Context: an optimization exercise on an open-source flow, tuned for a short achievable clock period and few clock cycles. The choices shown serve that exercise and are no tape-out recipe. In this exercise RTL edits were held to simulation tests only and were not proved equivalent to the original. Power figures rest on the tool's default switching activity, not on a simulated workload.

$ cat run.sh
#!/bin/bash
# synth_recipe.tcl (not shown) runs the flow's synth.tcl, then flattens the netlist and writes it again
# the make line also repeats each setting of config.mk as NAME=value (left out here)
make -C /OpenROAD-flow-scripts/flow DESIGN_CONFIG=/design/flow/config.mk WORK_HOME=/design/flow/orfs CLKGATE_MAP_FILE= SYNTH_SCRIPT=/design/flow/synth_recipe.tcl finish
$ cat config.mk
export PLATFORM = sky130hd
export DESIGN_NAME = rv_core
export DESIGN_NICKNAME = rv_core
export VERILOG_FILES = /design/flow/design.v
export SDC_FILE = /design/flow/constraint.sdc
export NUM_CORES = 4
export LEC_CHECK = 0
export ABC_CLOCK_PERIOD_IN_PS = 2500
export CAP_MARGIN = 40
export CORE_MARGIN = 2
export CORE_UTILIZATION = 40
export SETUP_SLACK_MARGIN = 5.0
export SLEW_MARGIN = 40
export SYNTH_HIERARCHICAL = 1
export SYNTH_MINIMUM_KEEP_SIZE = 0
export TNS_END_PERCENT = 100
$ cat constraint.sdc
create_clock -name core_clock -period 8.0 [get_ports {clk}]
set_input_delay 1.6000 -clock core_clock [delete_from_list [all_inputs] [get_ports {clk}]]
set_output_delay 1.6000 -clock core_clock [all_outputs]
set_load 0.01 [all_outputs]
$ cat design.v
`default_nettype none
package rv_pkg;
  localparam int XLEN = 32;
  localparam int PC_W = 8;      
  typedef logic [XLEN-1:0] word_t;
  typedef logic [4:0]      reg_addr_t;
  typedef logic [PC_W-1:0] pc_t;
  localparam logic [6:0] OPC_OP     = 7'b0110011;
  localparam logic [6:0] OPC_OP_IMM = 7'b0010011;
  localparam logic [6:0] OPC_LOAD   = 7'b0000011;
  localparam logic [6:0] OPC_STORE  = 7'b0100011;
  localparam logic [6:0] OPC_BRANCH = 7'b1100011;
  localparam logic [6:0] OPC_LUI    = 7'b0110111;
endpackage
`default_nettype wire
`timescale 1ns/10ps
`default_nettype none
module rv_alu (
  input  rv_pkg::word_t add_a,
  input  rv_pkg::word_t add_b,
  input  logic          sub,
  input  rv_pkg::word_t slt_a,
  input  rv_pkg::word_t slt_b,
  input  logic          slt_signed,
  input  rv_pkg::word_t log_a,
  input  rv_pkg::word_t log_b,
  input  logic          sel_xor,
  input  logic          sel_or,
  input  logic          sel_and,
  input  logic          sel_b,
  input  rv_pkg::word_t sh_a,
  input  logic [4:0]    sh_b,
  input  logic          sh_left,
  input  logic          arith,      
  output rv_pkg::word_t sum,
  output logic          slt,
  output rv_pkg::word_t log_y,
  output rv_pkg::word_t sh_y
);
  logic [32:0] sr_x;
  logic        slt_eq;
  rv_add i_add (
    .a    (add_a),
    .b    (add_b),
    .sub  (sub),
    .sum  (sum),
    .cout ()
  );
  rv_cmp i_slt (
    .a        (slt_a),
    .b        (slt_b),
    .signed_c (slt_signed),
    .lt       (slt),
    .eq       (slt_eq)
  );
  assign log_y = ({32{sel_xor}} & (log_a ^ log_b))
               | ({32{sel_or}}  & (log_a | log_b))
               | ({32{sel_and}} & (log_a & log_b))
               | ({32{sel_b}}   & log_b);
  assign sr_x  = $unsigned($signed({arith & sh_a[31], sh_a}) >>> sh_b);
  assign sh_y  = sh_left ? (sh_a << sh_b) : sr_x[31:0];
endmodule
module rv_add (
  input  rv_pkg::word_t a,
  input  rv_pkg::word_t b,
  input  logic          sub,
  output rv_pkg::word_t sum,
  output logic          cout
);
  logic [31:0] g [0:5];
  logic [31:0] p [0:5];
  logic [31:0] hp;
  logic [31:0] bx;
  logic        g0;
  assign bx   = b ^ {32{sub}};
  assign hp   = a ^ bx;
  assign g0   = sub ? (a[0] | !b[0]) : (a[0] & b[0]);
  assign g[0] = {a[31:1] & bx[31:1], g0};
  assign p[0] = {hp[31:1], 1'b0};
  for (genvar k = 0; k < 5; k++)
  begin : g_lvl
    for (genvar i = 0; i < 32; i++)
    begin : g_bit
      if (i >= (1 << k))
      begin : g_op
        assign g[k+1][i] = g[k][i] | (p[k][i] & g[k][i - (1 << k)]);
        assign p[k+1][i] = p[k][i] & p[k][i - (1 << k)];
      end
      else
      begin : g_pass
        assign g[k+1][i] = g[k][i];
        assign p[k+1][i] = p[k][i];
      end
    end
  end
  assign sum  = hp ^ {g[5][30:0], sub};
  assign cout = g[5][31];
endmodule
module rv_cmp (
  input  rv_pkg::word_t a,
  input  rv_pkg::word_t b,
  input  logic          signed_c,
  output logic          lt,
  output logic          eq
);
  logic [31:0] l [0:5];
  logic [31:0] e [0:5];
  rv_pkg::word_t ax;
  assign ax   = {a[31] ^ signed_c, a[30:0]};
  assign l[0] = ~ax & {b[31] ^ signed_c, b[30:0]};
  assign e[0] = ~(a ^ b);
  for (genvar k = 0; k < 5; k++)
  begin : g_lvl
    for (genvar i = 0; i < (32 >> (k + 1)); i++)
    begin : g_node
      assign l[k+1][i] = l[k][2*i+1] | (e[k][2*i+1] & l[k][2*i]);
      assign e[k+1][i] = e[k][2*i+1] & e[k][2*i];
    end
    assign l[k+1][31:(32 >> (k + 1))] = '0;
    assign e[k+1][31:(32 >> (k + 1))] = '0;
  end
  assign lt = l[5][0];
  assign eq = e[5][0];
endmodule
`default_nettype wire
`timescale 1ns/10ps
`default_nettype none
module rv_regfile (
  input  logic              clk,
  input  rv_pkg::reg_addr_t rs1,
  input  rv_pkg::reg_addr_t rs2,
  output rv_pkg::word_t     rs1_data,
  output rv_pkg::word_t     rs2_data,
  input  logic              wr_en,      
  input  rv_pkg::reg_addr_t wr_addr,
  input  rv_pkg::word_t     wr_data
);
  rv_pkg::word_t regs [1:31];
  rv_pkg::word_t rd1;
  rv_pkg::word_t rd2;
  always_ff @(posedge clk)
  begin
    if (wr_en)
      regs[wr_addr] <= wr_data;
  end
  assign rd1 = (rs1 == '0) ? '0 : regs[rs1];
  assign rd2 = (rs2 == '0) ? '0 : regs[rs2];
  assign rs1_data = (wr_en && (wr_addr == rs1)) ? wr_data : rd1;
  assign rs2_data = (wr_en && (wr_addr == rs2)) ? wr_data : rd2;
endmodule
`default_nettype wire
`timescale 1ns/10ps
`default_nettype none
module rv_fetch (
  input  logic          clk,
  input  logic          arst_n,
  input  logic          redirect,      
  input  rv_pkg::pc_t   redirect_pc,
  input  logic          hold,          
  input  logic          halted,        
  input  logic          upd_en,        
  input  rv_pkg::pc_t   upd_pc,
  input  logic          upd_taken,
  output rv_pkg::word_t imem_addr,
  input  rv_pkg::word_t imem_data,
  output rv_pkg::pc_t   pc,
  output logic          pred,          
  output rv_pkg::pc_t   target
);
  rv_pkg::pc_t  pc_seq;
  rv_pkg::pc_t  pc_out;       
  logic [255:0] seen;
  logic [255:0] last;
  logic         u_en;         
  rv_pkg::pc_t  u_pc;
  logic         u_taken;
  logic         is_branch;
  logic         same_regs;
  logic [2:0]   f3;
  logic         stat_pred;
  logic         dyn_seen;     
  logic         dyn_last;
  logic [1:0]   lk_seq;       
  logic [1:0]   lk_alt;
  logic [1:0]   lk_hold;
  logic         s_redirect;   
  logic         s_hold;
  logic         s_target;
  logic         s_seq;
  assign imem_addr = {22'b0, pc_out, 2'b00};
  assign pc_seq    = pc + 1'b1;
  assign target    = pc + {imem_data[29:25], imem_data[11:9]};
  assign is_branch = (imem_data[6:0] == rv_pkg::OPC_BRANCH);
  assign same_regs = (imem_data[19:15] == imem_data[24:20]);
  assign f3        = imem_data[14:12];
  always_comb
  begin
    if (imem_data[31])
      stat_pred = 1'b1;
    else if (same_regs)
      stat_pred = (f3 == 3'b000) || (f3[2] && f3[0]);
    else
      stat_pred = f3[0];
  end
  assign pred = is_branch && (dyn_seen ? dyn_last : stat_pred);
  assign s_redirect = redirect;
  assign s_hold     = !redirect && hold;
  assign s_target   = !redirect && !hold && pred;
  assign s_seq      = !redirect && !hold && !pred;
  assign lk_seq  = {seen[pc_seq], last[pc_seq]};
  assign lk_alt  = {seen[redirect_pc], last[redirect_pc]};
  assign lk_hold = {seen[pc], last[pc]};
  always_ff @(posedge clk or negedge arst_n)
  begin
    if (!arst_n)
    begin
      pc       <= '0;
      pc_out   <= '0;
      seen     <= '0;
      u_en     <= 1'b0;
      dyn_seen <= 1'b0;
    end
    else
    begin
      pc <= ({8{s_redirect}} & redirect_pc)
          | ({8{s_hold}}     & pc)
          | ({8{s_target}}   & target)
          | ({8{s_seq}}      & pc_seq);
      pc_out <= ({8{s_redirect && !halted}} & redirect_pc)
              | ({8{s_hold || halted}}      & pc_out)
              | ({8{s_target && !halted}}   & target)
              | ({8{s_seq && !halted}}      & pc_seq);
      dyn_seen <= (s_redirect & lk_alt[1]) | (s_hold & lk_hold[1]) | (s_seq & lk_seq[1]);
      u_en     <= upd_en;
      if (u_en)
        seen[u_pc] <= 1'b1;
    end
  end
  always_ff @(posedge clk)
  begin
    dyn_last <= (s_redirect & lk_alt[0]) | (s_hold & lk_hold[0]) | (s_seq & lk_seq[0]);
    u_pc     <= upd_pc;
    u_taken  <= upd_taken;
    if (u_en)
      last[u_pc] <= u_taken;
  end
endmodule
`default_nettype wire
`timescale 1ns/10ps
`default_nettype none
module rv_decode (
  input  rv_pkg::word_t instr,
  output logic          wen,
  output logic          is_load,
  output logic          is_store,
  output logic          is_branch,
  output logic          is_stop,
  output logic          use_imm,
  output logic          alu_rs1,      
  output logic          alu_rs2,      
  output rv_pkg::word_t imm,
  output logic          u_add,        
  output logic          u_log,        
  output logic          u_sh,         
  output logic          u_slt,        
  output logic          sub,
  output logic          slt_signed,
  output logic          sel_xor,
  output logic          sel_or,
  output logic          sel_and,
  output logic          sel_b,
  output logic          sh_left,
  output logic          arith
);
  logic [6:0] opcode;
  logic [2:0] funct3;
  logic       alt;
  logic       is_op;
  logic       is_opimm;
  logic       is_lui;
  logic       alu_fn;     
  assign opcode = instr[6:0];
  assign funct3 = instr[14:12];
  assign alt    = instr[30];
  assign is_op     = (opcode == rv_pkg::OPC_OP);
  assign is_opimm  = (opcode == rv_pkg::OPC_OP_IMM);
  assign is_lui    = (opcode == rv_pkg::OPC_LUI);
  assign is_load   = (opcode == rv_pkg::OPC_LOAD);
  assign is_store  = (opcode == rv_pkg::OPC_STORE);
  assign is_branch = (opcode == rv_pkg::OPC_BRANCH);
  assign is_stop   = (instr == '0);
  assign alu_fn    = is_op || is_opimm;
  assign wen     = (alu_fn || is_load || is_lui) && (instr[11:7] != '0);
  assign use_imm = !is_op;
  assign alu_rs1 = alu_fn || is_load || is_store;
  assign alu_rs2 = is_op;
  always_comb
  begin
    if (is_store)
      imm = {{20{instr[31]}}, instr[31:25], instr[11:7]};
    else if (is_lui)
      imm = {instr[31:12], 12'b0};
    else
      imm = {{20{instr[31]}}, instr[31:20]};
  end
  assign u_add      = alu_fn && (funct3 == 3'b000);
  assign u_slt      = alu_fn && (funct3[2:1] == 2'b01);
  assign u_log      = is_lui || (alu_fn && funct3[2] && (funct3 != 3'b101));
  assign u_sh       = alu_fn && (funct3[1:0] == 2'b01);
  assign sub        = (is_op && (funct3 == 3'b000) && alt) || u_slt;
  assign slt_signed = !funct3[0];
  assign sel_xor    = (funct3 == 3'b100) && !is_lui;
  assign sel_or     = (funct3 == 3'b110) && !is_lui;
  assign sel_and    = (funct3 == 3'b111) && !is_lui;
  assign sel_b      = is_lui;
  assign sh_left    = !funct3[2];
  assign arith      = alt;
endmodule
`default_nettype wire
`timescale 1ns/10ps
`default_nettype none
module rv_opsel (
  input  logic [6:0]    sel,     
  input  rv_pkg::word_t sum,
  input  rv_pkg::word_t log_y,
  input  rv_pkg::word_t sh_y,
  input  logic          slt,
  input  rv_pkg::word_t ld,
  input  rv_pkg::word_t rf,
  input  rv_pkg::word_t imm,
  output rv_pkg::word_t y
);
  assign y = ({32{sel[0]}} & sum)
           | ({32{sel[1]}} & log_y)
           | ({32{sel[2]}} & sh_y)
           | {31'b0, sel[3] & slt}
           | ({32{sel[4]}} & ld)
           | ({32{sel[5]}} & rf)
           | ({32{sel[6]}} & imm);
endmodule
module rv_execute (
  input  rv_pkg::word_t a,
  input  rv_pkg::word_t b,
  input  logic          br_lt,         
  input  logic          br_unsigned,   
  input  logic          br_inv,        
  output logic          taken,
  output logic          cond           
);
  logic eq;
  logic lt;
  rv_cmp i_cmp (
    .a        (a),
    .b        (b),
    .signed_c (!br_unsigned),
    .lt       (lt),
    .eq       (eq)
  );
  assign cond = br_lt ? lt : eq;
  assign taken = cond ^ br_inv;
endmodule
`default_nettype wire
`timescale 1ns/10ps
`default_nettype none
module rv_memwb (
  input  logic [4:0]    m_kind,     
  input  rv_pkg::word_t m_sum,
  input  rv_pkg::word_t m_log,
  input  rv_pkg::word_t m_sh,
  input  logic          m_slt,
  input  rv_pkg::word_t dmem_rdata,
  output rv_pkg::word_t wb_data
);
  assign wb_data = ({32{m_kind[0]}} & m_sum)
                 | ({32{m_kind[1]}} & m_log)
                 | ({32{m_kind[2]}} & m_sh)
                 | {31'b0, m_kind[3] & m_slt}
                 | ({32{m_kind[4]}} & dmem_rdata);
endmodule
`default_nettype wire
`timescale 1ns/10ps
`default_nettype none
module rv_core (
  input  logic          clk,
  input  logic          arst_n,
  output rv_pkg::word_t imem_addr,
  input  rv_pkg::word_t imem_data,
  output rv_pkg::word_t dmem_addr,
  output rv_pkg::word_t dmem_wdata,
  output logic          dmem_wr_en,
  output logic          dmem_rd_en,
  input  rv_pkg::word_t dmem_rdata,
  output logic          halt
);
  rv_pkg::pc_t       pc;
  logic              f_pred;
  rv_pkg::pc_t       f_target;
  rv_pkg::reg_addr_t rs1;
  rv_pkg::reg_addr_t rs2;
  rv_pkg::reg_addr_t rd;
  rv_pkg::word_t     rs1_data;
  rv_pkg::word_t     rs2_data;
  logic              d_wen, d_load, d_store, d_branch, d_stop, d_use_imm;
  logic              d_alu_rs1, d_alu_rs2;
  logic              stall;
  rv_pkg::word_t     d_imm;
  logic              d_add, d_log, d_sh, d_slt;
  logic              d_sub, d_slt_signed, d_xor, d_or, d_and, d_b, d_sh_left, d_arith;
  logic [4:0]        d_kind;       
  logic [4:0]        hit1;         
  logic [4:0]        hit2;
  logic              rf1;          
  logic              rf2;
  logic              e_valid;
  logic              e_wen, e_load, e_store, e_branch, e_stop;
  rv_pkg::reg_addr_t e_rd;
  logic [4:0]        e_kind;
  rv_pkg::word_t     e_imm;
  logic              e_sub, e_slt_signed, e_xor, e_or, e_and, e_b, e_sh_left, e_arith;
  logic              e_br_lt, e_br_unsigned, e_br_inv, e_br_flip;
  rv_pkg::pc_t       e_pc;
  rv_pkg::pc_t       e_alt_pc;
  rv_pkg::word_t     e_rs1_data;
  rv_pkg::word_t     e_rs2_data;
  logic [6:0]        s_add_a, s_add_b, s_log_a, s_log_b, s_sh_a, s_sh_b, s_cmp_a, s_cmp_b;
  logic [6:0]        s_adr_a, s_slt_a, s_slt_b;
  rv_pkg::word_t     add_a, add_b, log_a, log_b, sh_a, sh_b, cmp_a, cmp_b, adr_a;
  rv_pkg::word_t     x_addr;
  rv_pkg::word_t     slt_a, slt_b;
  rv_pkg::word_t     x_sum, x_log, x_sh;
  logic              x_slt;
  logic              x_taken;
  logic              x_cond;
  logic              e_live;       
  logic              r_mis;        
  rv_pkg::pc_t       r_alt;        
  logic              kill;
  logic              m_wen;
  rv_pkg::reg_addr_t m_rd;
  logic [4:0]        m_kind;
  rv_pkg::word_t     m_sum, m_log, m_sh;
  logic              m_slt;
  rv_pkg::word_t     m_addr;       
  rv_pkg::word_t     m_wdata;
  logic              m_rd_en;
  logic              m_wr_en;
  rv_pkg::word_t     wb_data;
  assign e_live = e_valid && !r_mis;
  assign kill   = r_mis || (e_live && e_stop) || halt;
  rv_fetch i_fetch (
    .clk, .arst_n,
    .redirect    (r_mis),
    .redirect_pc (r_alt),
    .hold        (stall),
    .halted      (halt),
    .upd_en      (e_live && e_branch),
    .upd_pc      (e_pc),
    .upd_taken   (x_taken),
    .imem_addr, .imem_data,
    .pc,
    .pred        (f_pred),
    .target      (f_target)
  );
  assign rs1 = imem_data[19:15];
  assign rs2 = imem_data[24:20];
  assign rd  = imem_data[11:7];
  rv_decode i_decode (
    .instr      (imem_data),
    .wen        (d_wen),
    .is_load    (d_load),
    .is_store   (d_store),
    .is_branch  (d_branch),
    .is_stop    (d_stop),
    .use_imm    (d_use_imm),
    .alu_rs1    (d_alu_rs1),
    .alu_rs2    (d_alu_rs2),
    .imm        (d_imm),
    .u_add      (d_add),
    .u_log      (d_log),
    .u_sh       (d_sh),
    .u_slt      (d_slt),
    .sub        (d_sub),
    .slt_signed (d_slt_signed),
    .sel_xor    (d_xor),
    .sel_or     (d_or),
    .sel_and    (d_and),
    .sel_b      (d_b),
    .sh_left    (d_sh_left),
    .arith      (d_arith)
  );
  rv_regfile i_regfile (
    .clk, .rs1, .rs2, .rs1_data, .rs2_data,
    .wr_en (m_wen), .wr_addr (m_rd), .wr_data (wb_data)
  );
  assign d_kind = {d_load, d_slt, d_sh, d_log, d_add};
  assign hit1   = (e_valid && e_wen && (e_rd == rs1)) ? e_kind : 5'b0;
  assign hit2   = (e_valid && e_wen && (e_rd == rs2)) ? e_kind : 5'b0;
  assign rf1    = (hit1 == 5'b0);
  assign rf2    = (hit2 == 5'b0);
  assign stall  = (hit1[4] && d_alu_rs1) || (hit2[4] && d_alu_rs2);
  always_ff @(posedge clk or negedge arst_n)
  begin
    if (!arst_n)
    begin
      e_valid <= 1'b0;
      halt    <= 1'b0;
      r_mis   <= 1'b0;
    end
    else
    begin
      e_valid <= !kill && !stall;
      if ((e_live && e_stop) ||
          (d_stop && !kill && !(e_live && (e_load || e_store || e_branch))))
        halt <= 1'b1;
      r_mis   <= e_live && e_branch && (x_cond ^ e_br_flip);
    end
  end
  always_ff @(posedge clk)
  begin
    e_wen         <= d_wen;
    e_load        <= d_load;
    e_store       <= d_store;
    e_branch      <= d_branch;
    e_stop        <= d_stop;
    e_rd          <= rd;
    e_kind        <= d_kind;
    e_imm         <= d_imm;
    e_sub         <= d_sub;
    e_slt_signed  <= d_slt_signed;
    e_xor         <= d_xor;
    e_or          <= d_or;
    e_and         <= d_and;
    e_b           <= d_b;
    e_sh_left     <= d_sh_left;
    e_arith       <= d_arith;
    e_br_lt       <= imem_data[14];
    e_br_unsigned <= imem_data[13];
    e_br_inv      <= imem_data[12];
    e_br_flip     <= imem_data[12] ^ f_pred;
    e_pc          <= pc;
    e_alt_pc      <= f_pred ? (pc + 1'b1) : f_target;
    e_rs1_data    <= rs1_data;
    e_rs2_data    <= rs2_data;
    s_add_a <= {1'b0, rf1, hit1} & {7{d_add}};
    s_add_b <= (d_use_imm ? 7'b1000000 : {1'b0, rf2, hit2}) & {7{d_add}};
    s_slt_a <= {1'b0, rf1, hit1} & {7{d_slt}};
    s_slt_b <= (d_use_imm ? 7'b1000000 : {1'b0, rf2, hit2}) & {7{d_slt}};
    s_log_a <= {1'b0, rf1, hit1} & {7{d_log}};
    s_log_b <= (d_use_imm ? 7'b1000000 : {1'b0, rf2, hit2}) & {7{d_log}};
    s_sh_a  <= {1'b0, rf1, hit1} & {7{d_sh}};
    s_sh_b  <= (d_use_imm ? 7'b1000000 : {1'b0, rf2, hit2}) & {7{d_sh}};
    s_cmp_a <= {1'b0, rf1, hit1} & {7{d_branch}};
    s_cmp_b <= {1'b0, rf2, hit2} & {7{d_branch || d_store}};
    s_adr_a <= {1'b0, rf1, hit1} & {7{d_load || d_store}};
  end
  rv_opsel i_sel_add_a (.sel (s_add_a), .sum (m_sum), .log_y (m_log), .sh_y (m_sh), .slt (m_slt),
                        .ld ('0), .rf (e_rs1_data), .imm (e_imm), .y (add_a));
  rv_opsel i_sel_add_b (.sel (s_add_b), .sum (m_sum), .log_y (m_log), .sh_y (m_sh), .slt (m_slt),
                        .ld ('0), .rf (e_rs2_data), .imm (e_imm), .y (add_b));
  rv_opsel i_sel_log_a (.sel (s_log_a), .sum (m_sum), .log_y (m_log), .sh_y (m_sh), .slt (m_slt),
                        .ld ('0), .rf (e_rs1_data), .imm (e_imm), .y (log_a));
  rv_opsel i_sel_log_b (.sel (s_log_b), .sum (m_sum), .log_y (m_log), .sh_y (m_sh), .slt (m_slt),
                        .ld ('0), .rf (e_rs2_data), .imm (e_imm), .y (log_b));
  rv_opsel i_sel_sh_a  (.sel (s_sh_a),  .sum (m_sum), .log_y (m_log), .sh_y (m_sh), .slt (m_slt),
                        .ld ('0), .rf (e_rs1_data), .imm (e_imm), .y (sh_a));
  rv_opsel i_sel_sh_b  (.sel (s_sh_b),  .sum (m_sum), .log_y (m_log), .sh_y (m_sh), .slt (m_slt),
                        .ld ('0), .rf (e_rs2_data), .imm (e_imm), .y (sh_b));
  rv_opsel i_sel_slt_a (.sel (s_slt_a), .sum (m_sum), .log_y (m_log), .sh_y (m_sh), .slt (m_slt),
                        .ld ('0), .rf (e_rs1_data), .imm (e_imm), .y (slt_a));
  rv_opsel i_sel_slt_b (.sel (s_slt_b), .sum (m_sum), .log_y (m_log), .sh_y (m_sh), .slt (m_slt),
                        .ld ('0), .rf (e_rs2_data), .imm (e_imm), .y (slt_b));
  rv_opsel i_sel_adr_a (.sel (s_adr_a), .sum (m_sum), .log_y (m_log), .sh_y (m_sh), .slt (m_slt),
                        .ld ('0), .rf (e_rs1_data), .imm (e_imm), .y (adr_a));
  rv_opsel i_sel_cmp_a (.sel (s_cmp_a), .sum (m_sum), .log_y (m_log), .sh_y (m_sh), .slt (m_slt),
                        .ld (dmem_rdata), .rf (e_rs1_data), .imm (e_imm), .y (cmp_a));
  rv_opsel i_sel_cmp_b (.sel (s_cmp_b), .sum (m_sum), .log_y (m_log), .sh_y (m_sh), .slt (m_slt),
                        .ld (dmem_rdata), .rf (e_rs2_data), .imm (e_imm), .y (cmp_b));
  rv_add i_adr (
    .a    (adr_a),
    .b    (e_imm),
    .sub  (1'b0),
    .sum  (x_addr),
    .cout ()
  );
  rv_alu i_alu (
    .add_a, .add_b,
    .sub        (e_sub),
    .slt_a, .slt_b,
    .slt_signed (e_slt_signed),
    .log_a, .log_b,
    .sel_xor    (e_xor),
    .sel_or     (e_or),
    .sel_and    (e_and),
    .sel_b      (e_b),
    .sh_a,
    .sh_b       (sh_b[4:0]),
    .sh_left    (e_sh_left),
    .arith      (e_arith),
    .sum        (x_sum),
    .slt        (x_slt),
    .log_y      (x_log),
    .sh_y       (x_sh)
  );
  rv_execute i_execute (
    .a           (cmp_a),
    .b           (cmp_b),
    .br_lt       (e_br_lt),
    .br_unsigned (e_br_unsigned),
    .br_inv      (e_br_inv),
    .taken       (x_taken),
    .cond        (x_cond)
  );
  always_ff @(posedge clk or negedge arst_n)
  begin
    if (!arst_n)
    begin
      m_wen   <= 1'b0;
      m_rd_en <= 1'b0;
      m_wr_en <= 1'b0;
    end
    else
    begin
      m_wen   <= e_live && e_wen;
      m_rd_en <= e_live && e_load;
      m_wr_en <= e_live && e_store;
    end
  end
  always_ff @(posedge clk)
  begin
    r_alt  <= e_alt_pc;
    m_rd   <= e_rd;
    m_kind <= e_kind;
    m_sum  <= x_sum;
    m_log  <= x_log;
    m_sh   <= x_sh;
    m_slt  <= x_slt;
    m_addr <= x_addr;
    if (e_store)
      m_wdata <= cmp_b;
  end
  assign dmem_addr  = m_addr;
  assign dmem_wdata = m_wdata;
  assign dmem_rd_en = m_rd_en;
  assign dmem_wr_en = m_wr_en;
  rv_memwb i_memwb (
    .m_kind, .m_sum, .m_log, .m_sh, .m_slt, .dmem_rdata, .wb_data
  );
endmodule
`default_nettype wire
==> results of run 1 <==
final cells by class:
type	count	area, µm²	share of cell area, %
Inverter	195	782	0.576
Clock buffer	285	6130	4.51
Timing Repair inverter	1	6.26	0.00461
Multi-Input combinational cell	6613	60800	44.8
Timing Repair Buffer	833	9250	6.81
Tap cell	3743	4680	3.45
Sequential cell	1925	53000	39.0
Clock inverter	119	1140	0.839
Antenna cell	10	25.0	0.0184
routing by layer:
layer,part of all wire (%),vias up,routed length (µm),track usage (%)
met4,6.7,10,32300,18.1
met1,36,47739,174000,42.0
li1,-,37963,-,-
met2,43,7291,207000,47.2
met5,0.014,-,67,0
met3,14,1516,65400,9.36
metrics by stage:
stage	cell area [µm²]	setup WS [ps]	hold slack, ps
after floorplan	116000	4350	310
after global placement	120000	2490	312
after detailed placement	120000	2540	312
after CTS	133000	4550	326
after global routing	136000	4560	328
final	136000	4520	325
how the worst max path moves through the flow:
stage	end	slack, ps
5_1_grt	i_fetch.dyn_last	4560
3_3_place_gp	i_fetch.dyn_seen	2490
6_report	i_fetch.dyn_last	4520
2_1_floorplan	i_fetch.dyn_last	4350
3_5_place_dp	i_fetch.dyn_seen	2540
4_1_cts	i_fetch.dyn_last	4550
report_power, final:
group / switching, µW / leakage, µW / internal (µW)
Combinational: 5670 / 0.0259 / 2900
Sequential: 527 / 0.0205 / 10800
Clock: 4490 / 0.00358 / 5890
Total: 10700 / 0.0500 / 19500
critical path: stages (launching register included):
cell,delay [ps]
dfrtp_4,540
buf_12,170
buf_4,170
nand2_4,230
buf_6,310
buf_4,350
o221ai_1,230
o22ai_1,490
nor3_2,80
o31ai_1,210
or3_1,140
nand3_1,50
or4_1,390
flip-flops by register name (all words and copies together) (netlist names), 32 cells and up:
| register | count |
|---|---|
| i_regfile.regs | 992 |
| i_fetch.last | 256 |
| i_fetch.seen | 256 |
| e_imm | 32 |
| e_rs1_data | 32 |
| e_rs2_data | 32 |
| m_addr | 32 |
| m_log | 32 |
| m_sh | 32 |
| m_sum | 32 |
| m_wdata | 32 |
repair_timing:
item,CTS,global route
buffers inserted,223,127
gates resized for setup,1099,352
endpoints found under the setup margin,1303,435
cloned,33,18
pin swaps,158,148
placed cells by master, fill, tap and decap left out, drive strengths merged, types with 23 or more instances in the layout:
| cell type | instances |
|---|---|
| o221ai | 34 |
| o211ai | 30 |
| o21ai | 637 |
| xnor2 | 65 |
| a21o | 45 |
| mux2i | 270 |
| dfrtp | 280 |
| ha | 205 |
| o21bai | 269 |
| clkinv | 82 |
| nor3 | 49 |
| a31oi | 23 |
| nand4 | 80 |
| nand3 | 453 |
| a22o | 45 |
| xor2 | 113 |
| dfxtp | 365 |
| buf | 758 |
| a221oi | 29 |
| nor2 | 316 |
| a221o | 39 |
| mux4 | 835 |
| clkbuf | 310 |
| conb | 321 |
| nor2b | 71 |
| o22ai | 96 |
| and3 | 93 |
| edfxtp | 1280 |
| and2 | 41 |
| inv | 201 |
| a21oi | 335 |
| nand2 | 508 |
| a211oi | 111 |
| mux2 | 174 |
| a22oi | 1083 |
==> impl_results.md, run 1 <==
- Outcome: complete, no violations
- Clock Pin Slew Worst Setup and Hold Paths: 60 ps
- Placed Cells: around 13000
- Non-Filler Instances: 13724
- Root buf cell: clkbuf_16
- Avg Vias per Cell: between 6 and 7
- GP Congestion: about 0.98
- Pre-Repair DR Iteration Count: 7
- Post-DR wirelength/cell: ~35 µm
- Syn avg cell area: 12.3 µm²
- Min-delay src: e_pc[2]
- Fillers: around 25000
- Final Max Tran Viols: 0
- Yosys warning count: 16
- Crit start category: register
- Area of the core: between 200000 and 300000 µm²
- Die area: around 290000 µm²
- Vert. Die Dim: around 540 µm
- Min cycle time layout: between 3000 and 4000 ps
- Total Routing Usage GR: a little under a third
- Max-cap viol count: 0
- Initial DRC count: 15083
- First-pass GRT wire length: between 600000 and 700000 µm
- Unrepaired setup endpoints after global routing: true
- FMAX: ~290 MHz
- CP Launch Point: i_fetch.pc[1]
- Initial Utilization: a little over 40%
- Nets@finish: between 10000 and 15000
- Post-DP HPWL: 297000 µm
- Worst reg2reg path startpoint: i_fetch.pc[1]
- Fin crit share: approximately 44%
- DRC Markers: 0
- Max_slew headroom: 37.4%
- Ports: around 170
- CP endpoint kind: register
- Initial antenna violation count: 19
- Syn Inst Count: between 9000 and 10000
- Post-layout util: 48.1%
- Worst slew pin tran: 939 ps
- Final ANT Viol Nets: 0
- Gr ovfl total: 0
- Drt total wl: between 400000 and 500000 µm
- Vias in the first global route: around 91000
- Critical path class: reg -> reg
- Required @ worst endpoint: 8760 ps
- Worst EP arrival: ~4200 ps
- PD cells: around 220 nW/µm²
- Die width: 537 µm
- Share of post-route cells with drive strength above 1: 29.4%
- Largest net degree at the start of global routing: ~150
- CTS Buf Count: around 220
- Final setup skew: 157 ps
- Final Hold Vio Count: 0
- I/O Buffers: between 100 and 150
- Hold buffer count at CTS: 0
- # setup viols final: 0
- Total power: roughly 30000 µW
- Critical Path Fanout Max: 11
- Reg2reg setup slack: 4520 ps
- Hold WC Path Type: reg -> reg
- Peak VDD IR: ~0.00024 V
- Setup TNS: 0 ps
- Mapped Area: approximately 110000 µm²
- Hold EP: i_fetch.u_pc[2]
- H-tree depth: 4
- Number of cells on the worst hold path: 0
- Area Overhead vs Synth: 19.4%
- Clock latency (worst-skew pair): roughly 990 ps
- Critical R2R Capture: i_fetch.dyn_last
- CTS tree: yes
- Leakage: about 0.050 µW
- Worst reg-to-reg path cell count: 12
- Clock sinks: a little under 2000
- Max Buffers Root-to-Sink: 4
- # rows: 195
- Via count: 94519
Testbench counts, summed over its fixed seeds: cycles 42,962.
==> inputs of run 2 (changes only) <==
--- a/design.v
+++ b/design.v
@@ -171,9 +171,6 @@
   rv_pkg::pc_t  pc_out;       
   logic [255:0] seen;
   logic [255:0] last;
-  logic         u_en;         
-  rv_pkg::pc_t  u_pc;
-  logic         u_taken;
   logic         is_branch;
   logic         same_regs;
   logic [2:0]   f3;
@@ -183,10 +180,14 @@
   logic [1:0]   lk_seq;       
   logic [1:0]   lk_alt;
   logic [1:0]   lk_hold;
-  logic         s_redirect;   
-  logic         s_hold;
-  logic         s_target;
-  logic         s_seq;
+  logic [255:0] seen_r;
+  logic [255:0] last_r;
+  rv_pkg::pc_t  pc_pred;      
+  rv_pkg::pc_t  pc_nopred;    
+  rv_pkg::pc_t  out_pred;
+  rv_pkg::pc_t  out_nopred;
+  logic [1:0]   dyn_pred;
+  logic [1:0]   dyn_nopred;
   assign imem_addr = {22'b0, pc_out, 2'b00};
   assign pc_seq    = pc + 1'b1;
   assign target    = pc + {imem_data[29:25], imem_data[11:9]};
@@ -203,11 +204,15 @@
       stat_pred = f3[0];
   end
   assign pred = is_branch && (dyn_seen ? dyn_last : stat_pred);
-  assign s_redirect = redirect;
-  assign s_hold     = !redirect && hold;
-  assign s_target   = !redirect && !hold && pred;
-  assign s_seq      = !redirect && !hold && !pred;
-  assign lk_seq  = {seen[pc_seq], last[pc_seq]};
+  assign pc_nopred  = redirect ? redirect_pc : (hold ? pc : pc_seq);
+  assign out_nopred = halted ? pc_out : (redirect ? redirect_pc : (hold ? pc_out : pc_seq));
+  assign out_pred   = halted ? pc_out : (redirect ? redirect_pc : (hold ? pc_out : target));
+  assign pc_pred    = redirect ? redirect_pc : (hold ? pc : target);
+  assign dyn_nopred = redirect ? lk_alt : (hold ? lk_hold : lk_seq);
+  assign dyn_pred   = redirect ? lk_alt : (hold ? lk_hold : 2'b00);
+  assign seen_r  = {seen[0], seen[255:1]};
+  assign last_r  = {last[0], last[255:1]};
+  assign lk_seq  = {seen_r[pc], last_r[pc]};
   assign lk_alt  = {seen[redirect_pc], last[redirect_pc]};
   assign lk_hold = {seen[pc], last[pc]};
   always_ff @(posedge clk or negedge arst_n)
@@ -217,32 +222,22 @@
       pc       <= '0;
       pc_out   <= '0;
       seen     <= '0;
-      u_en     <= 1'b0;
       dyn_seen <= 1'b0;
     end
     else
     begin
-      pc <= ({8{s_redirect}} & redirect_pc)
-          | ({8{s_hold}}     & pc)
-          | ({8{s_target}}   & target)
-          | ({8{s_seq}}      & pc_seq);
-      pc_out <= ({8{s_redirect && !halted}} & redirect_pc)
-              | ({8{s_hold || halted}}      & pc_out)
-              | ({8{s_target && !halted}}   & target)
-              | ({8{s_seq && !halted}}      & pc_seq);
-      dyn_seen <= (s_redirect & lk_alt[1]) | (s_hold & lk_hold[1]) | (s_seq & lk_seq[1]);
-      u_en     <= upd_en;
-      if (u_en)
-        seen[u_pc] <= 1'b1;
+      pc       <= pred ? pc_pred : pc_nopred;
+      pc_out   <= pred ? out_pred : out_nopred;
+      dyn_seen <= pred ? dyn_pred[1] : dyn_nopred[1];
+      if (upd_en)
+        seen[upd_pc] <= 1'b1;
     end
   end
   always_ff @(posedge clk)
   begin
-    dyn_last <= (s_redirect & lk_alt[0]) | (s_hold & lk_hold[0]) | (s_seq & lk_seq[0]);
-    u_pc     <= upd_pc;
-    u_taken  <= upd_taken;
-    if (u_en)
-      last[u_pc] <= u_taken;
+    dyn_last <= pred ? dyn_pred[0] : dyn_nopred[0];
+    if (upd_en)
+      last[upd_pc] <= upd_taken;
   end
 endmodule
 `default_nettype wire
@@ -341,14 +336,10 @@
 module rv_execute (
   input  rv_pkg::word_t a,
   input  rv_pkg::word_t b,
-  input  logic          br_lt,         
   input  logic          br_unsigned,   
-  input  logic          br_inv,        
-  output logic          taken,
-  output logic          cond           
+  output logic          lt,
+  output logic          eq
 );
-  logic eq;
-  logic lt;
   rv_cmp i_cmp (
     .a        (a),
     .b        (b),
@@ -356,8 +347,6 @@
     .lt       (lt),
     .eq       (eq)
   );
-  assign cond = br_lt ? lt : eq;
-  assign taken = cond ^ br_inv;
 endmodule
 `default_nettype wire
 `timescale 1ns/10ps
@@ -429,11 +418,14 @@
   rv_pkg::word_t     slt_a, slt_b;
   rv_pkg::word_t     x_sum, x_log, x_sh;
   logic              x_slt;
-  logic              x_taken;
-  logic              x_cond;
+  logic              x_lt;
+  logic              x_eq;
   logic              e_live;       
+  logic              r_vb, r_lt, r_eq, r_br_lt, r_br_inv, r_br_flip;
+  rv_pkg::pc_t       r_pc;
+  rv_pkg::pc_t       r_alt;
+  logic              r_cond;
   logic              r_mis;        
-  rv_pkg::pc_t       r_alt;        
   logic              kill;
   logic              m_wen;
   rv_pkg::reg_addr_t m_rd;
@@ -445,6 +437,8 @@
   logic              m_rd_en;
   logic              m_wr_en;
   rv_pkg::word_t     wb_data;
+  assign r_cond = r_br_lt ? r_lt : r_eq;
+  assign r_mis  = r_vb && (r_cond ^ r_br_flip);
   assign e_live = e_valid && !r_mis;
   assign kill   = r_mis || (e_live && e_stop) || halt;
   rv_fetch i_fetch (
@@ -453,9 +447,9 @@
     .redirect_pc (r_alt),
     .hold        (stall),
     .halted      (halt),
-    .upd_en      (e_live && e_branch),
-    .upd_pc      (e_pc),
-    .upd_taken   (x_taken),
+    .upd_en      (r_vb),
+    .upd_pc      (r_pc),
+    .upd_taken   (r_cond ^ r_br_inv),
     .imem_addr, .imem_data,
     .pc,
     .pred        (f_pred),
@@ -504,7 +498,7 @@
     begin
       e_valid <= 1'b0;
       halt    <= 1'b0;
-      r_mis   <= 1'b0;
+      r_vb    <= 1'b0;
     end
     else
     begin
@@ -512,7 +506,7 @@
       if ((e_live && e_stop) ||
           (d_stop && !kill && !(e_live && (e_load || e_store || e_branch))))
         halt <= 1'b1;
-      r_mis   <= e_live && e_branch && (x_cond ^ e_br_flip);
+      r_vb    <= e_live && e_branch;
     end
   end
   always_ff @(posedge clk)
@@ -604,11 +598,9 @@
   rv_execute i_execute (
     .a           (cmp_a),
     .b           (cmp_b),
-    .br_lt       (e_br_lt),
     .br_unsigned (e_br_unsigned),
-    .br_inv      (e_br_inv),
-    .taken       (x_taken),
-    .cond        (x_cond)
+    .lt          (x_lt),
+    .eq          (x_eq)
   );
   always_ff @(posedge clk or negedge arst_n)
   begin
@@ -627,7 +619,13 @@
   end
   always_ff @(posedge clk)
   begin
-    r_alt  <= e_alt_pc;
+    r_alt     <= e_alt_pc;
+    r_pc      <= e_pc;
+    r_lt      <= x_lt;
+    r_eq      <= x_eq;
+    r_br_lt   <= e_br_lt;
+    r_br_inv  <= e_br_inv;
+    r_br_flip <= e_br_flip;
     m_rd   <= e_rd;
     m_kind <= e_kind;
     m_sum  <= x_sum;
==> run 2 against run 1 <==
Still clean on timing, DRC and antenna. Setup slack improved by 150 ps. Clock skew decreased by 33 ps. Die area shrank 0.42%. Non-clock buffer count decreased by 63. Core utilization is 0.45 points lower. Largest cell class unchanged.
==> impl_results.md, run 2 <==
- Critical path class: reg -> reg (unchanged)
- Ports: 165 (unchanged)
- CTS Buf Count: 215 (was 218)
- Pre-Repair DR Iteration Count: 9 (was 7)
- Post-DP HPWL: 299000 µm (was 297000 µm)
- Initial antenna violation count: 25 (was 19)
- Placed Cells: 12816 (was 12905)
- Initial DRC count: 15267 (was 15083)
- Outcome: complete, no violations (unchanged)
- Peak VDD IR: 0.000228 V (was 0.000243 V)
- Root buf cell: clkbuf_16 (unchanged)
- Area of the core: 282000 µm² (was 283000 µm²)
- Clock latency (worst-skew pair): 980 ps (was 990 ps)
- PD cells: 226 nW/µm² (was 223 nW/µm²)
- Max Buffers Root-to-Sink: 4 (unchanged)
- Via count: 94106 (was 94519)
- Min cycle time layout: 3330 ps (was 3480 ps)
- Mapped Area: 113000 µm² (was 114000 µm²)
- Worst slew pin tran: 975 ps (was 939 ps)
- Placed Area: 120000 µm² (about the same)
- Final Hold Vio Count: 0 (unchanged)
- Setup TNS: 0 ps (unchanged)
- Routed wl met3: 66200 µm (was 65400 µm)
- Top sig layer: met5 (unchanged)
- Final Max Tran Viols: 0 (unchanged)
- Non-Filler Instances: 13555 (was 13724)
- Required @ worst endpoint: 8710 ps (was 8760 ps)
- Total power: 30400 µW (was 30200 µW)
- # setup viols final: 0 (unchanged)
- H-tree depth: 4 (unchanged)
- Critical Path Fanout Max: 7 (was 11)
- Most flops, register: i_regfile.regs (unchanged)
- Worst EP arrival: 4040 ps (was 4240 ps)
- Leakage: 0.0455 µW (was 0.0500 µW)
- Met2 WL: 208000 µm (was 207000 µm)
- Clock power share: 34.1% (was 34.3%)
- Initial Utilization: 40.2% (was 40.3%)
- Share of post-route cells with drive strength above 1: 28.8% (was 29.4%)
- Syn Inst Count: 9129 (was 9247)
- Clock Pin Slew Worst Setup and Hold Paths: 60 ps (about the same)
- Final ANT Viol Nets: 0 (unchanged)
- Vias in the first global route: 90503 (was 91194)
- Psw: 10500 µW (was 10700 µW)
- Flop pwr share: 37.5% (was 37.3%)
- Gr ovfl total: 0 (unchanged)
- Drt total wl: 484000 µm (was 479000 µm)
- Wl on met1: 174000 µm (about the same)
- Clock sinks: 1928 (was 1925)
- Multi-input gate area: 60100 µm² (was 60800 µm²)
- Yosys warning count: 16 (unchanged)
- Vert. Die Dim: 536 µm (was 537 µm)
- Final setup skew: 124 ps (was 157 ps)
- Fin crit share: 41.6% (was 43.5%)
- Largest register FFs: 992 (unchanged)
- Area Overhead vs Synth: 18.6% (was 19.4%)
- Crit start category: register (unchanged)
- GP Congestion: 0.986 (was 0.978)
- Most common cell after layout, fill and taps aside: edfxtp_1 (unchanged)
- Fillers: 24766 (was 24531)
- FMAX: 300 MHz (was 287 MHz)
- Internal power: 19800 µW (was 19500 µW)
- Avg Vias per Cell: 6.94 (was 6.89)
- CP endpoint kind: register (unchanged)
- Die area: 287000 µm² (was 289000 µm²)
- Comb power frac: 28.4% (about the same)
- Largest net degree at the start of global routing: 101 (was 153)
- Post-route cell area: 134000 µm² (was 136000 µm²)
- Max-cap viol count: 0 (unchanged)
- Regs by FF count: i_regfile.regs x992, i_fetch.last x256, i_fetch.seen x256 (unchanged)
- DRC Markers: 0 (unchanged)
- Hold WC Path Type: reg -> reg (unchanged)
- Die width: 536 µm (was 537 µm)
- First-pass GRT wire length: 674000 µm (was 672000 µm)
- CTS tree: yes (unchanged)
- Sw Share: 34.7% (was 35.3%)
- Total Routing Usage GR: 32.3% (was 32.0%)
- Nets@finish: 9883 (was 10061)
- Register Area: 53000 µm² (about the same)
- Post-DR wirelength/cell: 35.7 µm (was 34.9 µm)
- # rows: 195 (unchanged)
- I/O Buffers: 140 (unchanged)
- Max_slew headroom: 34.5% (was 37.4%)
- Commonest cells after routing, fill and taps aside: edfxtp_1, a22oi_1, mux4_2, o21ai_0, buf_4 (unchanged)
- Unrepaired setup endpoints after global routing: true (unchanged)
- Syn avg cell area: 12.4 µm² (was 12.3 µm²)
[run 2: worst max-delay path, cell delays in order, from the launching register on]
cell and delay [ps]:
dfxtp_1 300, buf_4 210, a22oi_2 450, nand3_4 330
buf_6 240, buf_16 130, buf_12 120, mux2i_1 110
a221o_2 500, a21oi_4 230, a21oi_2 70, o211ai_1 460
[run 2: path summary, 6_finish.rpt]
path,start,endpoint,slack [ps],cells after the start
min in group asynchronous,arst_n,i_fetch.seen[198],640,1
setup reg to reg,e_rs2_data[1],m_sh[17],4670,11
hold / removal,e_alt_pc[0],r_alt[0],320,0
setup / recovery,e_rs2_data[1],m_sh[17],4670,11
max in group asynchronous,arst_n,i_fetch.pc[2],6030,3
hold reg to reg,e_alt_pc[0],r_alt[0],320,0
[run 2: power groups by stage]
stage                     clock [µW]  sequential, µW  combinational, µW
final                          10300           11400               8610
after global routing           10800           11400               8740
after global placement             0           11700               6840
after floorplan                    0           11300               4410
after CTS                      10400           11300               7730
after detailed placement           0           11600               6990
[run 2: final cells by class]
cell class | count | area share, %
clock inverters | 120 | 0.894
flip-flops and latches | 1928 | 39.5
well taps | 3743 | 3.49
multi-input cells | 6504 | 44.7
diodes | 19 | 0.0354
inverters | 190 | 0.561
repair buffers | 770 | 6.30
clock buffers | 281 | 4.49
[run 2: what timing repair did]
action | 4_1_cts | 5_1_grt
gates resized for setup | 932 | 440
buffers inserted | 147 | 120
endpoints found under the setup margin | 1276 | 498
pin swaps | 86 | 132
hold buffers | 0 | 0
gates cloned | 31 | 20
[run 2: routing by layer]
layer / track usage [%] / vias up
met5: 0 / -
met4: 20.7 / 12
met3: 9.61 / 1731
met2: 47.2 / 7540
met1: 42.0 / 47350
li1: - / 37473
[run 2: stage by stage]
step           util, %  hold slack [ps]  worst slack (ps)
2_1_floorplan        -              310              4470
3_3_place_gp      42.3              311              2700
3_5_place_dp      42.5              312              2900
4_1_cts           46.5              323              4710
5_1_grt           47.6              328              4660
6_report          47.6              324              4670
Testbench counts of run 2, summed over its fixed seeds: cycles 42,962.
==> inputs of run 3 (changes only) <==
--- a/design.v
+++ b/design.v
@@ -29,7 +29,7 @@
   input  logic          sel_and,
   input  logic          sel_b,
   input  rv_pkg::word_t sh_a,
-  input  logic [4:0]    sh_b,
+  input  logic [19:0]   sh_b,       
   input  logic          sh_left,
   input  logic          arith,      
   output rv_pkg::word_t sum,
@@ -37,7 +37,6 @@
   output rv_pkg::word_t log_y,
   output rv_pkg::word_t sh_y
 );
-  logic [32:0] sr_x;
   logic        slt_eq;
   rv_add i_add (
     .a    (add_a),
@@ -57,8 +56,14 @@
                | ({32{sel_or}}  & (log_a | log_b))
                | ({32{sel_and}} & (log_a & log_b))
                | ({32{sel_b}}   & log_b);
-  assign sr_x  = $unsigned($signed({arith & sh_a[31], sh_a}) >>> sh_b);
-  assign sh_y  = sh_left ? (sh_a << sh_b) : sr_x[31:0];
+  for (genvar k = 0; k < 4; k++)
+  begin : g_sh
+    logic [32:0]   srk;
+    rv_pkg::word_t slk;
+    assign srk = $unsigned($signed({arith & sh_a[31], sh_a}) >>> sh_b[5*k +: 5]);
+    assign slk = sh_a << sh_b[5*k +: 5];
+    assign sh_y[8*k +: 8] = sh_left ? slk[8*k +: 8] : srk[8*k +: 8];
+  end
 endmodule
 module rv_add (
   input  rv_pkg::word_t a,
@@ -96,6 +101,35 @@
   assign sum  = hp ^ {g[5][30:0], sub};
   assign cout = g[5][31];
 endmodule
+module rv_add_addr (
+  input  rv_pkg::word_t a,
+  input  rv_pkg::word_t b,
+  output rv_pkg::word_t sum
+);
+  logic [31:0] g [0:5];
+  logic [31:0] p [0:5];
+  logic [31:0] hp;
+  assign hp   = a ^ b;
+  assign g[0] = a & b;
+  assign p[0] = {hp[31:1], 1'b0};
+  for (genvar k = 0; k < 5; k++)
+  begin : g_lvl
+    for (genvar i = 0; i < 32; i++)
+    begin : g_bit
+      if (i >= (1 << k))
+      begin : g_op
+        assign g[k+1][i] = g[k][i] | (p[k][i] & g[k][i - (1 << k)]);
+        assign p[k+1][i] = p[k][i] & p[k][i - (1 << k)];
+      end
+      else
+      begin : g_pass
+        assign g[k+1][i] = g[k][i];
+        assign p[k+1][i] = p[k][i];
+      end
+    end
+  end
+  assign sum = hp ^ {g[5][30:0], 1'b0};
+endmodule
 module rv_cmp (
   input  rv_pkg::word_t a,
   input  rv_pkg::word_t b,
@@ -156,6 +190,8 @@
   input  logic          arst_n,
   input  logic          redirect,      
   input  rv_pkg::pc_t   redirect_pc,
+  input  logic          redirect2,     
+  input  rv_pkg::pc_t   redirect2_pc,
   input  logic          hold,          
   input  logic          halted,        
   input  logic          upd_en,        
@@ -188,6 +224,9 @@
   rv_pkg::pc_t  out_nopred;
   logic [1:0]   dyn_pred;
   logic [1:0]   dyn_nopred;
+  rv_pkg::pc_t  pc_redir;
+  logic [1:0]   lk_redir;
+  logic         any_redir;
   assign imem_addr = {22'b0, pc_out, 2'b00};
   assign pc_seq    = pc + 1'b1;
   assign target    = pc + {imem_data[29:25], imem_data[11:9]};
@@ -204,12 +243,15 @@
       stat_pred = f3[0];
   end
   assign pred = is_branch && (dyn_seen ? dyn_last : stat_pred);
-  assign pc_nopred  = redirect ? redirect_pc : (hold ? pc : pc_seq);
-  assign out_nopred = halted ? pc_out : (redirect ? redirect_pc : (hold ? pc_out : pc_seq));
-  assign out_pred   = halted ? pc_out : (redirect ? redirect_pc : (hold ? pc_out : target));
-  assign pc_pred    = redirect ? redirect_pc : (hold ? pc : target);
-  assign dyn_nopred = redirect ? lk_alt : (hold ? lk_hold : lk_seq);
-  assign dyn_pred   = redirect ? lk_alt : (hold ? lk_hold : 2'b00);
+  assign pc_redir   = redirect ? redirect_pc : redirect2_pc;
+  assign lk_redir   = redirect ? lk_alt : 2'b00;
+  assign any_redir  = redirect || redirect2;
+  assign pc_nopred  = any_redir ? pc_redir : (hold ? pc : pc_seq);
+  assign out_nopred = halted ? pc_out : (any_redir ? pc_redir : (hold ? pc_out : pc_seq));
+  assign out_pred   = halted ? pc_out : (any_redir ? pc_redir : (hold ? pc_out : target));
+  assign pc_pred    = any_redir ? pc_redir : (hold ? pc : target);
+  assign dyn_nopred = any_redir ? lk_redir : (hold ? lk_hold : lk_seq);
+  assign dyn_pred   = any_redir ? lk_redir : (hold ? lk_hold : 2'b00);
   assign seen_r  = {seen[0], seen[255:1]};
   assign last_r  = {last[0], last[255:1]};
   assign lk_seq  = {seen_r[pc], last_r[pc]};
@@ -413,7 +455,8 @@
   rv_pkg::word_t     e_rs2_data;
   logic [6:0]        s_add_a, s_add_b, s_log_a, s_log_b, s_sh_a, s_sh_b, s_cmp_a, s_cmp_b;
   logic [6:0]        s_adr_a, s_slt_a, s_slt_b;
-  rv_pkg::word_t     add_a, add_b, log_a, log_b, sh_a, sh_b, cmp_a, cmp_b, adr_a;
+  rv_pkg::word_t     add_a, add_b, log_a, log_b, sh_a, cmp_a, cmp_b, adr_a;
+  rv_pkg::word_t     sh_b [0:3];
   rv_pkg::word_t     x_addr;
   rv_pkg::word_t     slt_a, slt_b;
   rv_pkg::word_t     x_sum, x_log, x_sh;
@@ -426,6 +469,14 @@
   rv_pkg::pc_t       r_alt;
   logic              r_cond;
   logic              r_mis;        
+  logic              r_upd;        
+  logic              fuse;
+  logic              fz_zero;      
+  logic              e_addi;       
+  rv_pkg::word_t     e_nimm;       
+  logic [12:0]       d_nimm;
+  logic              e_fzm;        
+  logic              fz_redirect;
   logic              kill;
   logic              m_wen;
   rv_pkg::reg_addr_t m_rd;
@@ -440,14 +491,17 @@
   assign r_cond = r_br_lt ? r_lt : r_eq;
   assign r_mis  = r_vb && (r_cond ^ r_br_flip);
   assign e_live = e_valid && !r_mis;
-  assign kill   = r_mis || (e_live && e_stop) || halt;
+  assign fz_redirect = e_valid && e_fzm;
+  assign kill   = r_mis || fz_redirect || (e_live && e_stop) || halt;
   rv_fetch i_fetch (
     .clk, .arst_n,
     .redirect    (r_mis),
     .redirect_pc (r_alt),
+    .redirect2   (fz_redirect),
+    .redirect2_pc (e_alt_pc),
     .hold        (stall),
     .halted      (halt),
-    .upd_en      (r_vb),
+    .upd_en      (r_upd),
     .upd_pc      (r_pc),
     .upd_taken   (r_cond ^ r_br_inv),
     .imem_addr, .imem_data,
@@ -491,6 +545,10 @@
   assign hit2   = (e_valid && e_wen && (e_rd == rs2)) ? e_kind : 5'b0;
   assign rf1    = (hit1 == 5'b0);
   assign rf2    = (hit2 == 5'b0);
+  assign d_nimm = 13'd0 - {d_imm[11], d_imm[11:0]};
+  assign fz_zero = (e_rs1_data == e_nimm);
+  assign fuse   = e_valid && e_addi && s_add_a[5] && d_branch && (imem_data[14:13] == 2'b00) &&
+                  (rs1 == e_rd) && (rs2 == 5'd0);
   assign stall  = (hit1[4] && d_alu_rs1) || (hit2[4] && d_alu_rs2);
   always_ff @(posedge clk or negedge arst_n)
   begin
@@ -499,6 +557,7 @@
       e_valid <= 1'b0;
       halt    <= 1'b0;
       r_vb    <= 1'b0;
+      r_upd   <= 1'b0;
     end
     else
     begin
@@ -506,7 +565,8 @@
       if ((e_live && e_stop) ||
           (d_stop && !kill && !(e_live && (e_load || e_store || e_branch))))
         halt <= 1'b1;
-      r_vb    <= e_live && e_branch;
+      r_vb    <= e_live && e_branch && !e_fzm;
+      r_upd   <= e_live && e_branch;
     end
   end
   always_ff @(posedge clk)
@@ -534,6 +594,9 @@
     e_pc          <= pc;
     e_alt_pc      <= f_pred ? (pc + 1'b1) : f_target;
     e_rs1_data    <= rs1_data;
+    e_addi        <= d_add && d_use_imm && d_wen;
+    e_nimm        <= {{19{d_nimm[12]}}, d_nimm};
+    e_fzm         <= fuse && ((fz_zero ^ imem_data[12]) != f_pred);
     e_rs2_data    <= rs2_data;
     s_add_a <= {1'b0, rf1, hit1} & {7{d_add}};
     s_add_b <= (d_use_imm ? 7'b1000000 : {1'b0, rf2, hit2}) & {7{d_add}};
@@ -557,8 +620,11 @@
                         .ld ('0), .rf (e_rs2_data), .imm (e_imm), .y (log_b));
   rv_opsel i_sel_sh_a  (.sel (s_sh_a),  .sum (m_sum), .log_y (m_log), .sh_y (m_sh), .slt (m_slt),
                         .ld ('0), .rf (e_rs1_data), .imm (e_imm), .y (sh_a));
-  rv_opsel i_sel_sh_b  (.sel (s_sh_b),  .sum (m_sum), .log_y (m_log), .sh_y (m_sh), .slt (m_slt),
-                        .ld ('0), .rf (e_rs2_data), .imm (e_imm), .y (sh_b));
+  for (genvar k = 0; k < 4; k++)
+  begin : g_sel_sh_b
+    rv_opsel i_sel_sh_b (.sel (s_sh_b), .sum (m_sum), .log_y (m_log), .sh_y (m_sh), .slt (m_slt),
+                         .ld ('0), .rf (e_rs2_data), .imm (e_imm), .y (sh_b[k]));
+  end
   rv_opsel i_sel_slt_a (.sel (s_slt_a), .sum (m_sum), .log_y (m_log), .sh_y (m_sh), .slt (m_slt),
                         .ld ('0), .rf (e_rs1_data), .imm (e_imm), .y (slt_a));
   rv_opsel i_sel_slt_b (.sel (s_slt_b), .sum (m_sum), .log_y (m_log), .sh_y (m_sh), .slt (m_slt),
@@ -569,12 +635,10 @@
                         .ld (dmem_rdata), .rf (e_rs1_data), .imm (e_imm), .y (cmp_a));
   rv_opsel i_sel_cmp_b (.sel (s_cmp_b), .sum (m_sum), .log_y (m_log), .sh_y (m_sh), .slt (m_slt),
                         .ld (dmem_rdata), .rf (e_rs2_data), .imm (e_imm), .y (cmp_b));
-  rv_add i_adr (
+  rv_add_addr i_adr (
     .a    (adr_a),
     .b    (e_imm),
-    .sub  (1'b0),
-    .sum  (x_addr),
-    .cout ()
+    .sum  (x_addr)
   );
   rv_alu i_alu (
     .add_a, .add_b,
@@ -587,7 +651,7 @@
     .sel_and    (e_and),
     .sel_b      (e_b),
     .sh_a,
-    .sh_b       (sh_b[4:0]),
+    .sh_b       ({sh_b[3][4:0], sh_b[2][4:0], sh_b[1][4:0], sh_b[0][4:0]}),
     .sh_left    (e_sh_left),
     .arith      (e_arith),
     .sum        (x_sum),
@@ -633,8 +697,7 @@
     m_sh   <= x_sh;
     m_slt  <= x_slt;
     m_addr <= x_addr;
-    if (e_store)
-      m_wdata <= cmp_b;
+    m_wdata <= cmp_b;
   end
   assign dmem_addr  = m_addr;
   assign dmem_wdata = m_wdata;
==> run 3 against run 2 <==
Wire length is 3.3% higher. Power is 0.62% lower. Clock-buffer cell count is 32 higher. Critical endpoint is now m_sum[31]. Clock power hardly changed. Final cell count is 2.6% higher. Register-to-register slack better by 40 ps.
==> impl_results.md, run 3 <==
- Outcome: complete, no violations (unchanged)
- Fillers: 25532 (was 24766)
- CP peak stage delay: 500 ps (about the same)
- Pre-Repair DR Iteration Count: 13 (was 9)
- Critical path's top delay family: simple AND/OR/NAND/NOR gates (was compound AO/OA/AOI/OAI gates)
- CTS Buf Count: 215 (unchanged)
- Min cycle time layout: 3300 ps (was 3330 ps)
- Post-DR wirelength/cell: 36.0 µm (was 35.7 µm)
- Syn avg cell area: 12.3 µm² (was 12.4 µm²)
- Worst slew pin tran: 1080 ps (was 975 ps)
- Clock Pin Slew Worst Setup and Hold Paths: 70 ps (was 60 ps)
- Required @ worst endpoint: 8810 ps (was 8710 ps)
- CP endpoint kind: register (unchanged)
- Commonest cells after routing, fill and taps aside: edfxtp_1, a22oi_1, mux4_2, o21ai_0, buf_4 (unchanged)
- Most common cell after layout, fill and taps aside: edfxtp_1 (unchanged)
- Mapped Area: 117000 µm² (was 113000 µm²)
- Final Hold Vio Count: 0 (unchanged)
- Reg2reg setup slack: 4700 ps (was 4670 ps)
- Die width: 544 µm (was 536 µm)
- Nets@finish: 10076 (was 9883)
- Avg Vias per Cell: 6.98 (was 6.94)
- Vias in the first global route: 92586 (was 90503)
- Final Max Tran Viols: 0 (unchanged)
- H-tree depth: 4 (unchanged)
- Regs by FF count: i_regfile.regs x992, i_fetch.last x256, i_fetch.seen x256 (unchanged)
- Placed Cells: 13243 (was 12816)
- Area of the core: 291000 µm² (was 282000 µm²)
- Syn Inst Count: 9462 (was 9129)
- Via count: 97008 (was 94106)
- Die area: 296000 µm² (was 287000 µm²)
- GP Congestion: 1.02 (was 0.986)
- Initial DRC count: 16393 (was 15267)
- Critical Path Fanout Max: 7 (unchanged)
- Root buf cell: clkbuf_16 (unchanged)
- Most flops, register: i_regfile.regs (unchanged)
- Pre-CTS setup slack: 2930 ps (was 2900 ps)
- Vert. Die Dim: 544 µm (was 536 µm)
- Hold WC Path Type: reg -> reg (unchanged)
- Fin worst setup slack: 4700 ps (was 4670 ps)
- Critical path cell sequence: buf_8 -> buf_12 -> a22oi_2 -> nand3_2 -> xor2_4 -> ha_4 -> nand2_4 -> nor4_4 -> o2111ai_4 -> and3_4 -> o21bai_4 -> nand4_1 -> and3_1 (was buf_4 -> a22oi_2 -> nand3_4 -> buf_6 -> buf_16 -> buf_12 -> mux2i_1 -> a221o_2 -> a21oi_4 -> a21oi_2 -> o211ai_1)
- Setup TNS: 0 ps (unchanged)
- Hold Worst Slack: 324 ps (about the same)
- Buf/Inv on CP: 2 (was 4)
- Clock sinks: 1943 (was 1928)
- Gr ovfl total: 0 (unchanged)
- Fin crit share: 41.2% (was 41.6%)
- Yosys warning count: 20 (was 16)
- DRC Markers: 0 (unchanged)
- Final setup skew: 127 ps (was 124 ps)
- Max Buffers Root-to-Sink: 4 (unchanged)
- CP max stage cell: nor4_4 (was a221o_2)
- Max_slew headroom: 27.7% (was 34.5%)
- Post-DP HPWL: 301000 µm (was 299000 µm)
- Unrepaired setup endpoints after global routing: true (unchanged)
- Max-cap viol count: 0 (unchanged)
- Worst EP arrival: 4100 ps (was 4040 ps)
- I/O Buffers: 140 (unchanged)
- Final ANT Viol Nets: 0 (unchanged)
- Critical path class: reg -> reg (unchanged)
- Crit start category: register (unchanged)
- Total Routing Usage GR: 32.3% (about the same)
- # setup viols final: 0 (unchanged)
- Peak VDD IR: 0.000245 V (was 0.000228 V)
- Drt total wl: 500000 µm (was 484000 µm)
- FMAX: 303 MHz (was 300 MHz)
- Share of post-route cells with drive strength above 1: 27.8% (was 28.8%)
- CTS tree: yes (unchanged)
- Non-Filler Instances: 13904 (was 13555)
- Initial antenna violation count: 24 (was 25)
- Ports: 165 (unchanged)
- Leakage: 0.0504 µW (was 0.0455 µW)
- Initial Utilization: 40.2% (about the same)
- Largest net degree at the start of global routing: 151 (was 101)
- Post-layout util: 47.0% (was 47.6%)
- Largest register FFs: 992 (unchanged)
- Area Overhead vs Synth: 17.0% (was 18.6%)
- Clock latency (worst-skew pair): 950 ps (was 980 ps)
- # rows: 198 (was 195)
- First-pass GRT wire length: 692000 µm (was 674000 µm)
- PD cells: 221 nW/µm² (was 226 nW/µm²)
==> run 3: path summary, 6_finish.rpt <==
check / from / to / cells after the start
setup / recovery: s_add_b[0] / m_sum[31] / 13
hold / removal: e_pc[0] / r_pc[0] / 0
setup reg to reg: s_add_b[0] / m_sum[31] / 13
hold reg to reg: e_pc[0] / r_pc[0] / 0
max in group asynchronous: arst_n / i_fetch.seen[176] / 4
min in group asynchronous: arst_n / i_fetch.seen[8] / 1
==> run 3: worst reg2reg max path: stages, from the launching register on <==
cell and delay, ps:
dfxtp_4 360, buf_8 120, buf_12 130, a22oi_2 190
nand3_2 160, xor2_4 220, ha_4 320, nand2_4 60
nor4_4 500, o2111ai_4 290, and3_4 310, o21bai_4 200
nand4_1 100, and3_1 180
==> run 3: metal layers <==
layer	vias to the layer above	global-route usage, %	wire length [µm]
met1	48729	42.1	179000
met4	10	19.9	37600
met5	-	0.130	74
met2	7909	46.4	211000
met3	1819	10.8	72700
li1	38541	-	-
==> run 3: per-stage QoR <==
stage,cell area [µm²],total power (µW)
3_5_place_dp,123000,18500
4_1_cts,134000,29300
3_3_place_gp,123000,18400
2_1_floorplan,119000,15800
5_1_grt,136000,30800
6_report,137000,30200
==> run 3: area by class of cell <==
type,count,area [µm²],share of cell area [%]
diodes,15,37.5,0.0275
flip-flops and latches,1943,53100,38.9
repair buffers,710,7740,5.67
clock buffers,313,6290,4.61
clock inverters,90,961,0.704
inverters,190,723,0.530
well taps,3900,4880,3.57
multi-input cells,6743,62800,46.0
==> run 3: power by group <==
part           internal, µW  switching, µW
logic                  3070           5200
registers             10900            666
clock network          5920           4430
==> run 3: what timing repair did <==
action	in CTS	in global routing
cloned	20	19
pin swaps	76	115
hold endpoints to repair	0	0
endpoints found under the setup margin	1093	390
hold buffers	0	0
buffers inserted	120	79
gates resized for setup	950	304
Testbench counts of run 3, summed over its fixed seeds: cycles 42,332.

## afterwards: timing with drivers on the ports
How much do the figures lean on ideal ports? The routed layouts below were timed once more, with nothing changed but the port constraints. Step 1: set_driving_cell puts a clkbuf_16 on clk and a buf_2 on each other input, an assumption about the parent block. Step 2 moves the port delays by t, midway between the first and last clock arrival at a register: inputs arrive t later, outputs are due t later. That takes back most of the time a late clock gives input paths. Three values: ideal, step 1, step 2; two values: the first two.
run | t, ns | setup WS [ns] | worst hold slack (ns) | worst setup path at the end | cell pins on the clock port's net
run 1 | 1.012 | 4.517 / 4.485 / 3.724 | 0.325 / 0.325 / 0.325 | input to register | 1
run 2 | 1.003 | 4.668 / 4.631 / 3.963 | 0.324 / 0.324 / 0.324 | input to register | 1
run 3 | 0.988 | 4.705 / 4.634 / 3.819 | 0.324 / 0.324 / 0.324 | input to register | 1
After both steps every run listed still meets setup and hold. For run 3, which loses most, drivers alone change the setup slack by -0.071 ns; drivers and shift together by -0.886 ns.
